This is an optimization exercise on Yosys and OpenROAD, whose aim is small area, a short achievable clock period and few clock cycles per item, not a production implementation.
Function was checked by simulation only, so behaviour that the tests miss may differ from the original.

== lane 2 ==
Design modular_exponentiation_top, start of the top module:
module modular_exponentiation_top #(
  parameter int unsigned EXP_WIDTH = 64
) (
  input  wire          clk_i,
  input  wire          rst_ni,
  input  wire          s_axis_tvalid,
  output logic         s_axis_tready,
  input  wire  [127:0] s_axis_tdata,    
  output logic         m_axis_tvalid,
  input  wire          m_axis_tready,
  output logic [31:0]  m_axis_tdata,    
  input  wire          cfg_valid_i,
  output logic         cfg_ready_o,
  input  wire  [30:0]  cfg_data_i       
);
For scale: roughly 200 I/O pins.
export LEC_CHECK = 0
export CAP_MARGIN = 0
export CORE_MARGIN = 2
export CORE_UTILIZATION = 40
export SLEW_MARGIN = 0
create_clock -name core_clock -period 10.0 [get_ports {clk_i}]
standard.sh (not shown) runs the stock make flow with config.mk's settings and CLKGATE_MAP_FILE= SYNTH_SCRIPT=/design/flow/synth_recipe.tcl, a recipe that flattens the netlist after the stock synthesis.
==> flow/flow/run.sh <==
#!/bin/bash
# Standard ORFS layout (the standard.sh, standard synthesis) with a larger
# setup margin for timing repair; make's output goes to make_finish.log.
set -euo pipefail
bash standard.sh SETUP_SLACK_MARGIN=6 finish > make_finish.log 2>&1
Testbench counts of lane 2, summed over its fixed seeds: cycles 179,520, items 192.
Here is what was changed in the inputs of lane 3 compared with lane 2.
# lane 2
export LEC_CHECK = 0
export CAP_MARGIN = 0
export CORE_MARGIN = 2
export CORE_UTILIZATION = 40
export SLEW_MARGIN = 0
create_clock -name core_clock -period 10.0 [get_ports {clk_i}]
# lane 3
export LEC_CHECK = 0
export CAP_MARGIN = 20
export CORE_MARGIN = 2
export CORE_UTILIZATION = 40
export SETUP_SLACK_MARGIN = 5
export SLEW_MARGIN = 20
create_clock -name core_clock -period 10.0 [get_ports {clk_i}]
==> flow/run.sh (new file) <==
#!/bin/bash
# synth_recipe.tcl (not shown) runs the flow's synth.tcl, then flattens the netlist and writes it again
# the make line also repeats each setting of config.mk as NAME=value (left out here)
make -C /OpenROAD-flow-scripts/flow DESIGN_CONFIG=/design/flow/config.mk WORK_HOME=/design/flow/orfs CLKGATE_MAP_FILE= SYNTH_SCRIPT=/design/flow/synth_recipe.tcl finish
removed: flow/flow/run.sh
removed: flow/standard.sh
[summary]
- Diff lane 2 -> lane 3: via count of the first global-routing pass moved down, wire length down 2.3 mm.
- For lane 2, the cell type of the slowest stage on the worst timing path was sky130_fd_sc_hd__or4_4, unlike lane 3, where it was sky130_fd_sc_hd__fa_1.
- Lane 2 ended up with c_q[27]$_DFF_P_ as its launching element of the worst setup path; lane 3 ended up with s_q[27]$_DFF_P_.
- Per the comparison of lane 3 with lane 2, largest incremental delay on the critical path went down; data required time at the worst endpoint flat; maximum clock frequency decreased by 27 MHz relative to the old numbers.


exp/amber:
Starting RTL as in the previous note.
Settings: LEC_CHECK=0, CAP_MARGIN=20, CORE_MARGIN=2, CORE_UTILIZATION=40, SLEW_MARGIN=20, TNS_END_PERCENT=10; clock period 10.0 ns.
==> flow/flow/run.sh <==
#!/bin/bash
# Standard ORFS layout (the standard.sh, standard synthesis) with a larger
# setup margin for timing repair; make's output goes to make_finish.log.
set -euo pipefail
bash standard.sh SETUP_SLACK_MARGIN=6 finish > make_finish.log 2>&1
exp/amber: PASS, flow complete, no timing, DRC or antenna violations
Testbench counts of exp/amber, summed over its fixed seeds: cycles 179,520, items 192.
The inputs of exp/zinc differ from those of exp/amber as listed below.
- removing TNS_END_PERCENT (formerly 10)
==> flow/flow/run.sh <==
#!/bin/bash
# Standard ORFS layout (the standard.sh, standard synthesis) with a larger
# setup margin for timing repair; make's output goes to make_finish.log.
set -euo pipefail
bash standard.sh SETUP_SLACK_MARGIN=7 finish > make_finish.log 2>&1
==> comparison <==
Per the comparison of exp/zinc with exp/amber, total overflow reported by the global router flat, placed wire-length estimate decreased 2.0%, wire length of the first global-routing pass climbed 2600 um, endpoint required time on the critical path ~0 delta.
> inputs changed (exp/zinc -> exp/maple)
==> flow/flow/run.sh <==
#!/bin/bash
# Standard ORFS layout (the standard.sh, standard synthesis) with a larger
# setup margin for timing repair; make's output goes to make_finish.log.
set -euo pipefail
bash standard.sh SETUP_SLACK_MARGIN=5.5 finish > make_finish.log 2>&1
--- outcome ---
- Compared with exp/zinc, exp/maple shows sequential share of layout area higher by 2.0 points.
- A worst-path cell with the longest stage delay of sky130_fd_sc_hd__fa_2 is what exp/zinc shows, while sky130_fd_sc_hd__or4_4 belongs to exp/maple.
- Sort exp/zinc and exp/maple by total wire length, descending, and exp/zinc comes first.
- Number of non-clock buffers, exp/zinc and exp/maple, higher one = exp/zinc.
- exp/maple against exp/zinc: clock-buffer cell count up 4; wire length of the first global-routing pass down about 6.5%; achievable frequency down 5.1 MHz.
- Setup slack on exp/maple is behind exp/zinc.
Relative to exp/maple, the following input files were edited for exp/nickel:
==> flow/flow/run.sh <==
#!/bin/bash
# Standard ORFS layout (the standard.sh, standard synthesis) with a larger
# setup margin for timing repair; make's output goes to make_finish.log.
set -euo pipefail
bash standard.sh SETUP_SLACK_MARGIN=6 finish > make_finish.log 2>&1
[summary]
- Taking exp/maple as the reference, in exp/nickel final area increased by 290 um2 relative to the old numbers; detailed-route vias per instance +0.068; number of cells on the worst reg-to-reg path now larger.
- Final setup slack of the worst path is higher on exp/nickel

[separate check: timing with driven ports]
Ports are ideal in the flow. The routed layouts listed here were re-timed in OpenROAD. Step 1: set_driving_cell puts a clkbuf_16 on clk_i and a buf_2 on each other input, an assumption about the parent block. Step 2, shift: input delay + t, output delay - t, t = (earliest + latest rising clock arrival at the registers) / 2. This alone moves slack from input paths to output paths. Slacks: ideal / step 1 / step 2; pairs: ideal / step 1.
run | shift t [ns] | setup slack, ns | worst register clock-pin slew, ns | worst data-port slew with drivers (ns) | cell pins on the clock port's net
lane 2 | 0.609 | 5.798 / 5.798 / 5.579 | 0.06 / 0.06 | 0.06 | 1
lane 3 | 0.593 | 5.265 / 5.265 / 5.265 | 0.06 / 0.06 | 0.06 | 1
exp/amber | 0.617 | 5.725 / 5.725 / 5.556 | 0.06 / 0.06 | 0.06 | 1
exp/zinc | 0.601 | 5.718 / 5.718 / 5.718 | 0.06 / 0.06 | 0.06 | 1
exp/maple | 0.594 | 5.622 / 5.622 / 5.559 | 0.06 / 0.06 | 0.06 | 1
exp/nickel | 0.609 | 5.797 / 5.797 / 5.579 | 0.06 / 0.06 | 0.06 | 1
After both steps setup and hold are still met in every run listed. For lane 2, which loses most, drivers alone change the setup slack by 0.000 ns; drivers and shift together by -0.219 ns.
